Context: an optimization exercise on an open-source flow, tuned for small area. The choices shown serve that exercise and are no tape-out recipe.
Function was checked by simulation only, so behaviour that the tests miss may differ from the original.
Power and IR drop assume default switching activity.

JK:
## regfile
module regfile #(
    parameter int XLEN      = 32,
    parameter int NREGS     = 32,
    parameter bit WR_BYPASS = 1'b0
) (
    input  logic                     clk,
    input  logic                     reset,
    input  logic                     write_en,
    input  logic [$clog2(NREGS)-1:0] A1,
    input  logic [$clog2(NREGS)-1:0] A2,
    input  logic [$clog2(NREGS)-1:0] A3,
    input  logic [XLEN-1:0]          WD3,
    output logic [XLEN-1:0]          RD1,
    output logic [XLEN-1:0]          RD2
);
For scale: roughly 3,500 cells after synthesis, about 110 I/O pins, about 39,000 um^2 of cells after synthesis.
==> module regfile_wdec, before the edit <==
module regfile_wdec (
    input  logic [4:0]  a,
    input  logic        we,
    input  logic        reset,
    output logic [31:1] en_a,
    output logic [31:1] en_n_a,
    output logic [31:1] en_b,
    output logic [31:1] en_n_b
);
    logic [4:0]  an;
    logic [3:0]  hi;     
    logic [7:0]  lo;     
    logic [31:1] x;      
    logic [31:1] e;      
    for (genvar b = 0; b < 5; b++) begin : g_inv
        regfile_inv u_i (.a(a[b]), .y(an[b]));
    end
    for (genvar j = 0; j < 4; j++) begin : g_hi
        regfile_and3 u_h (.a({we, j[1] ? a[4] : an[4], j[0] ? a[3] : an[3]}), .y(hi[j]));
    end
    for (genvar k = 0; k < 8; k++) begin : g_lo
        regfile_and3 u_l (.a({k[2] ? a[2] : an[2], k[1] ? a[1] : an[1], k[0] ? a[0] : an[0]}), .y(lo[k]));
    end
    for (genvar i = 1; i < 32; i++) begin : g_e
        regfile_nand2 u_x (.a(hi[i / 8]), .b(lo[i % 8]), .y(x[i]));
        regfile_nand2 u_e (.a(reset), .b(x[i]), .y(e[i]));
        regfile_inv   u_na (.a(e[i]), .y(en_n_a[i]));
        regfile_inv   u_pa (.a(en_n_a[i]), .y(en_a[i]));
        regfile_inv   u_nb (.a(e[i]), .y(en_n_b[i]));
        regfile_inv   u_pb (.a(en_n_b[i]), .y(en_b[i]));
    end
endmodule
==> flow/config.mk <==
export PLATFORM = sky130hd
export DESIGN_NAME = regfile
export DESIGN_NICKNAME = regfile
export VERILOG_FILES = /design/flow/design.v
export SDC_FILE = /design/flow/constraint.sdc
export NUM_CORES = 4
export LEC_CHECK = 0
export ABC_AREA = 0
export ABC_CLOCK_PERIOD_IN_PS = 7000
export CAP_MARGIN = 10
export CORE_MARGIN = 2
export CORE_UTILIZATION = 50
export SLEW_MARGIN = 10
export SYNTH_HIERARCHICAL = 1
export SYNTH_MINIMUM_KEEP_SIZE = 0
==> flow/constraint.sdc <==
create_clock -name core_clock -period 7.0 [get_ports {clk}]
set_input_delay 1.4000 -clock core_clock [delete_from_list [all_inputs] [get_ports {clk}]]
set_output_delay 1.4000 -clock core_clock [all_outputs]
set_load 0.01 [all_outputs]
standard.sh (not shown) runs the stock make flow with config.mk's settings and CLKGATE_MAP_FILE= SYNTH_SCRIPT=/design/flow/synth_recipe.tcl, a recipe that flattens the netlist after the stock synthesis.
==> flow/flow/run.sh <==
#!/bin/bash
# The standard layout with two changes: the smallest buffer (buf_1) as the port
# buffer, and clock tree synthesis with clkbuf_8 leaf clusters of at most 16 sinks
# within 60 um and no dummy balancing loads.
set -euo pipefail
bash standard.sh 'BUFFER_PORTS_ARGS=-buffer_cell sky130_fd_sc_hd__buf_1' \
  'CTS_ARGS=-sink_clustering_enable -repair_clock_nets -dont_use_dummy_load -buf_list sky130_fd_sc_hd__clkbuf_8 -sink_clustering_size 16 -sink_clustering_max_diameter 60' \
  finish > standard_flow.log 2>&1
For MS, these inputs were changed with respect to JK:
--- a/flow/design.v
+++ b/flow/design.v
@@ -118,11 +118,10 @@
 );
     logic [4:0]  an;
     logic [3:0]  hi;     
     logic [7:0]  lo;     
     logic [31:1] x;      
-    logic [31:1] e;      
     for (genvar b = 0; b < 5; b++) begin : g_inv
         regfile_inv u_i (.a(a[b]), .y(an[b]));
     end
     for (genvar j = 0; j < 4; j++) begin : g_hi
         regfile_and3 u_h (.a({we, j[1] ? a[4] : an[4], j[0] ? a[3] : an[3]}), .y(hi[j]));
@@ -130,15 +129,14 @@
     for (genvar k = 0; k < 8; k++) begin : g_lo
         regfile_and3 u_l (.a({k[2] ? a[2] : an[2], k[1] ? a[1] : an[1], k[0] ? a[0] : an[0]}), .y(lo[k]));
     end
     for (genvar i = 1; i < 32; i++) begin : g_e
         regfile_nand2 u_x (.a(hi[i / 8]), .b(lo[i % 8]), .y(x[i]));
-        regfile_nand2 u_e (.a(reset), .b(x[i]), .y(e[i]));
-        regfile_inv   u_na (.a(e[i]), .y(en_n_a[i]));
-        regfile_inv   u_pa (.a(en_n_a[i]), .y(en_a[i]));
-        regfile_inv   u_nb (.a(e[i]), .y(en_n_b[i]));
-        regfile_inv   u_pb (.a(en_n_b[i]), .y(en_b[i]));
+        regfile_nand2 u_ea (.a(reset), .b(x[i]), .y(en_a[i]));
+        regfile_nand2 u_eb (.a(reset), .b(x[i]), .y(en_b[i]));
+        regfile_inv   u_na (.a(en_a[i]), .y(en_n_a[i]));
+        regfile_inv   u_nb (.a(en_b[i]), .y(en_n_b[i]));
     end
 endmodule
 module regfile #(
     parameter int XLEN      = 32,
     parameter int NREGS     = 32,
==> comparison <==
Signal arrival time at the worst endpoint: MS vs JK up 0.08 ns
When MS is measured against JK, its final instance count without filler cells turns out 0.85% lower.
MS vs JK: number of well-tap cells placed down slightly
The design internal power of MS exceeds that of JK by 0.31%.
Re maximum frequency: MS is 2.0 MHz down on JK.
Diff MS..JK | power consumption | negligible
Summary: worst setup slack, MS worse than JK
Launching instance or port of the critical path = A1[3]: MS; launching instance or port of the critical path = A2[0]: JK
From JK to MS the numbers moved as follows: combinational group share of total power went down by 0.2 points; total global-route track usage went down by 2.1 points; met3 track demand over resource went up by 2.0 points; final routed wirelength across all metal layers went down by 8300 um.
MS against JK; synthesized area is down slightly.

---

== run 5 ==
The RTL this note starts from:
==> flow/design.v <==
module regfile_wcell (
    input  logic q,
    input  logic en,
    input  logic en_n,
    input  logic wd,
    output logic d
);
    assign d = (q | en) & (wd | en_n);
endmodule
module regfile_rsel3 (
    input  logic a,
    input  logic sa,
    input  logic b,
    input  logic sb,
    input  logic c,
    input  logic sc,
    output logic y
);
    assign y = ~((a & sa) | (b & sb) | (c & sc));
endmodule
module regfile_nand2 (
    input  logic a,
    input  logic b,
    output logic y
);
    assign y = ~(a & b);
endmodule
module regfile_nand3 (
    input  logic [2:0] a,
    output logic       y
);
    assign y = ~&a;
endmodule
module regfile_nand4 (
    input  logic [3:0] a,
    output logic       y
);
    assign y = ~&a;
endmodule
module regfile_or3 (
    input  logic [2:0] a,
    output logic       y
);
    assign y = |a;
endmodule
module regfile_rbit (
    input  logic [31:1] q,
    input  logic [31:1] s,
    output logic        rd
);
    logic [10:0] y;
    logic [2:0]  z;
    for (genvar k = 0; k < 10; k++) begin : g_sel
        regfile_rsel3 u_s (
            .a(q[3*k+1]), .sa(s[3*k+1]),
            .b(q[3*k+2]), .sb(s[3*k+2]),
            .c(q[3*k+3]), .sc(s[3*k+3]),
            .y(y[k])
        );
    end
    regfile_nand2 u_s31 (.a(q[31]), .b(s[31]), .y(y[10]));
    regfile_nand4 u_n0 (.a(y[3:0]), .y(z[0]));
    regfile_nand4 u_n1 (.a(y[7:4]), .y(z[1]));
    regfile_nand3 u_n2 (.a(y[10:8]), .y(z[2]));
    regfile_or3   u_o  (.a(z), .y(rd));
endmodule
module regfile_inv (
    input  logic a,
    output logic y
);
    assign y = ~a;
endmodule
module regfile_nor2 (
    input  logic a,
    input  logic b,
    output logic y
);
    assign y = ~(a | b);
endmodule
module regfile_and3 (
    input  logic [2:0] a,
    output logic       y
);
    assign y = &a;
endmodule
module regfile_rdec (
    input  logic [4:0]  a,
    output logic [31:1] s_a,
    output logic [31:1] s_b
);
    logic [4:0]  an;
    logic [3:0]  hi;     
    logic [7:0]  lo;     
    logic [31:1] s_n;
    for (genvar b = 0; b < 5; b++) begin : g_inv
        regfile_inv u_i (.a(a[b]), .y(an[b]));
    end
    for (genvar j = 0; j < 4; j++) begin : g_hi
        regfile_nor2 u_h (.a(j[1] ? an[4] : a[4]), .b(j[0] ? an[3] : a[3]), .y(hi[j]));
    end
    for (genvar k = 0; k < 8; k++) begin : g_lo
        regfile_and3 u_l (.a({k[2] ? a[2] : an[2], k[1] ? a[1] : an[1], k[0] ? a[0] : an[0]}), .y(lo[k]));
    end
    for (genvar i = 1; i < 32; i++) begin : g_s
        regfile_nand2 u_n (.a(hi[i / 8]), .b(lo[i % 8]), .y(s_n[i]));
        regfile_inv   u_sa (.a(s_n[i]), .y(s_a[i]));
        regfile_inv   u_sb (.a(s_n[i]), .y(s_b[i]));
    end
endmodule
module regfile_wdec (
    input  logic [4:0]  a,
    input  logic        we,
    input  logic        reset,
    output logic [31:1] en_a,
    output logic [31:1] en_n_a,
    output logic [31:1] en_b,
    output logic [31:1] en_n_b
);
    logic [4:0]  an;
    logic [3:0]  hi;     
    logic [7:0]  lo;     
    logic [31:1] x;      
    logic [31:1] e;      
    for (genvar b = 0; b < 5; b++) begin : g_inv
        regfile_inv u_i (.a(a[b]), .y(an[b]));
    end
    for (genvar j = 0; j < 4; j++) begin : g_hi
        regfile_and3 u_h (.a({we, j[1] ? a[4] : an[4], j[0] ? a[3] : an[3]}), .y(hi[j]));
    end
    for (genvar k = 0; k < 8; k++) begin : g_lo
        regfile_and3 u_l (.a({k[2] ? a[2] : an[2], k[1] ? a[1] : an[1], k[0] ? a[0] : an[0]}), .y(lo[k]));
    end
    for (genvar i = 1; i < 32; i++) begin : g_e
        regfile_nand2 u_x (.a(hi[i / 8]), .b(lo[i % 8]), .y(x[i]));
        regfile_nand2 u_e (.a(reset), .b(x[i]), .y(e[i]));
        regfile_inv   u_na (.a(e[i]), .y(en_n_a[i]));
        regfile_inv   u_pa (.a(en_n_a[i]), .y(en_a[i]));
        regfile_inv   u_nb (.a(e[i]), .y(en_n_b[i]));
        regfile_inv   u_pb (.a(en_n_b[i]), .y(en_b[i]));
    end
endmodule
module regfile #(
    parameter int XLEN      = 32,
    parameter int NREGS     = 32,
    parameter bit WR_BYPASS = 1'b0
) (
    input  logic                     clk,
    input  logic                     reset,
    input  logic                     write_en,
    input  logic [$clog2(NREGS)-1:0] A1,
    input  logic [$clog2(NREGS)-1:0] A2,
    input  logic [$clog2(NREGS)-1:0] A3,
    input  logic [XLEN-1:0]          WD3,
    output logic [XLEN-1:0]          RD1,
    output logic [XLEN-1:0]          RD2
);
    logic [31:1][XLEN-1:0] regs;
    logic [31:1][XLEN-1:0] d;
    logic [31:1]           en_a, en_n_a, en_b, en_n_b;
    logic [XLEN-1:0]       wdm_a, wdm_b;    
    logic [31:1]           s1_a, s1_b, s2_a, s2_b;
    for (genvar b = 0; b < XLEN; b++) begin : g_wdm
        logic wdm_n;
        regfile_nand2 u_m (.a(WD3[b]), .b(reset), .y(wdm_n));
        regfile_inv   u_ia (.a(wdm_n), .y(wdm_a[b]));
        regfile_inv   u_ib (.a(wdm_n), .y(wdm_b[b]));
    end
    regfile_wdec u_wdec (.a(A3), .we(write_en), .reset(reset),
                         .en_a(en_a), .en_n_a(en_n_a), .en_b(en_b), .en_n_b(en_n_b));
    regfile_rdec u_rdec1 (.a(A1), .s_a(s1_a), .s_b(s1_b));
    regfile_rdec u_rdec2 (.a(A2), .s_a(s2_a), .s_b(s2_b));
    for (genvar i = 1; i < 32; i++) begin : g_reg
        logic [XLEN-1:0] q_r, d_r, wd_r, en_r, en_n_r;
        assign q_r    = regs[i];
        assign d[i]   = d_r;
        assign wd_r   = (i < 16) ? wdm_a : wdm_b;
        assign en_r   = {{(XLEN - XLEN / 2){en_b[i]}}, {(XLEN / 2){en_a[i]}}};
        assign en_n_r = {{(XLEN - XLEN / 2){en_n_b[i]}}, {(XLEN / 2){en_n_a[i]}}};
        for (genvar b = 0; b < XLEN; b++) begin : g_bit
            regfile_wcell u_w (.q(q_r[b]), .en(en_r[b]), .en_n(en_n_r[b]), .wd(wd_r[b]), .d(d_r[b]));
        end
    end
    always_ff @(posedge clk) begin
        regs <= d;
    end
    for (genvar b = 0; b < XLEN; b++) begin : g_rd
        logic [31:1] col;
        for (genvar i = 1; i < 32; i++) begin : g_col
            assign col[i] = regs[i][b];
        end
        logic [31:1] sel1, sel2;
        assign sel1 = (b < XLEN / 2) ? s1_a : s1_b;
        assign sel2 = (b < XLEN / 2) ? s2_a : s2_b;
        regfile_rbit u_r1 (.q(col), .s(sel1), .rd(RD1[b]));
        regfile_rbit u_r2 (.q(col), .s(sel2), .rd(RD2[b]));
    end
endmodule
export LEC_CHECK = 0
export ABC_AREA = 0
export ABC_CLOCK_PERIOD_IN_PS = 7000
export CAP_MARGIN = 10
export CORE_MARGIN = 2
export CORE_UTILIZATION = 40
export SLEW_MARGIN = 10
export SYNTH_HIERARCHICAL = 1
export SYNTH_MINIMUM_KEEP_SIZE = 0
create_clock -name core_clock -period 7.0 [get_ports {clk}]
Scripts as last shown in full above: flow/flow/run.sh
Run 5 | stages: all done | timing, DRC, antenna: all pass
Changes in run 2 relative to run 5:
diff --git a/flow/design.v b/flow/design.v
--- a/flow/design.v
+++ b/flow/design.v
@@ -120,7 +120,6 @@
     logic [3:0]  hi;     
     logic [7:0]  lo;     
     logic [31:1] x;      
-    logic [31:1] e;      
     for (genvar b = 0; b < 5; b++) begin : g_inv
         regfile_inv u_i (.a(a[b]), .y(an[b]));
     end
@@ -132,11 +131,10 @@
     end
     for (genvar i = 1; i < 32; i++) begin : g_e
         regfile_nand2 u_x (.a(hi[i / 8]), .b(lo[i % 8]), .y(x[i]));
-        regfile_nand2 u_e (.a(reset), .b(x[i]), .y(e[i]));
-        regfile_inv   u_na (.a(e[i]), .y(en_n_a[i]));
-        regfile_inv   u_pa (.a(en_n_a[i]), .y(en_a[i]));
-        regfile_inv   u_nb (.a(e[i]), .y(en_n_b[i]));
-        regfile_inv   u_pb (.a(en_n_b[i]), .y(en_b[i]));
+        regfile_nand2 u_ea (.a(reset), .b(x[i]), .y(en_a[i]));
+        regfile_nand2 u_eb (.a(reset), .b(x[i]), .y(en_b[i]));
+        regfile_inv   u_na (.a(en_a[i]), .y(en_n_a[i]));
+        regfile_inv   u_nb (.a(en_b[i]), .y(en_n_b[i]));
     end
 endmodule
 module regfile #(
[summary]
Sort run 5 and run 2 by post-layout instance area, ascending, and run 2 comes first.
Against run 5, run 2 comes in 0.21 points higher on flip-flop and latch share of the layout cell area.
Run 2 and run 5 ended up with roughly the same area growth from synthesis to layout.
On die area, run 5 and run 2 are neck and neck.
Summary of run 2 over run 5: via count picked up an extra 281, count of buffering cells on the critical path with inverters included lost 1, die extent in y neither gained nor lost much.
Number of tap cells inserted: run 2 vs run 5 down 11
| cell count after synthesis | run 2 vs run 5 | 31 lower |

-- re-timing with driven ports --
The flow's constraints put no driver on any port. The routed layouts listed below were extracted and timed again, unchanged, in two steps. Step 1 sets driving cells, clkbuf_16 on the clock port and buf_2 on the other inputs (assumed; they add their load-dependent delay and slew). Step 2 also shifts input and output timing later by t, the mid clock arrival at the registers, as if the neighbouring blocks saw the same clock. a / b / c = ideal / step 1 / step 2; a / b = the first two.
run	t, ns	setup slack, ns	worst setup path after step 2	worst slew at a driven data input, ns
JK	0.777	1.036 / 0.966 / 0.966	input to output	0.18
MS	0.758	0.964 / 0.934 / 0.934	input to output	0.06
run 5	0.786	1.266 / 1.241 / 1.241	input to output	0.18
run 2	0.788	1.213 / 1.127 / 1.127	input to output	0.19
After both steps every run listed still meets setup and hold. For run 2, which loses most, drivers alone change the setup slack by -0.086 ns; drivers and shift together by -0.086 ns.
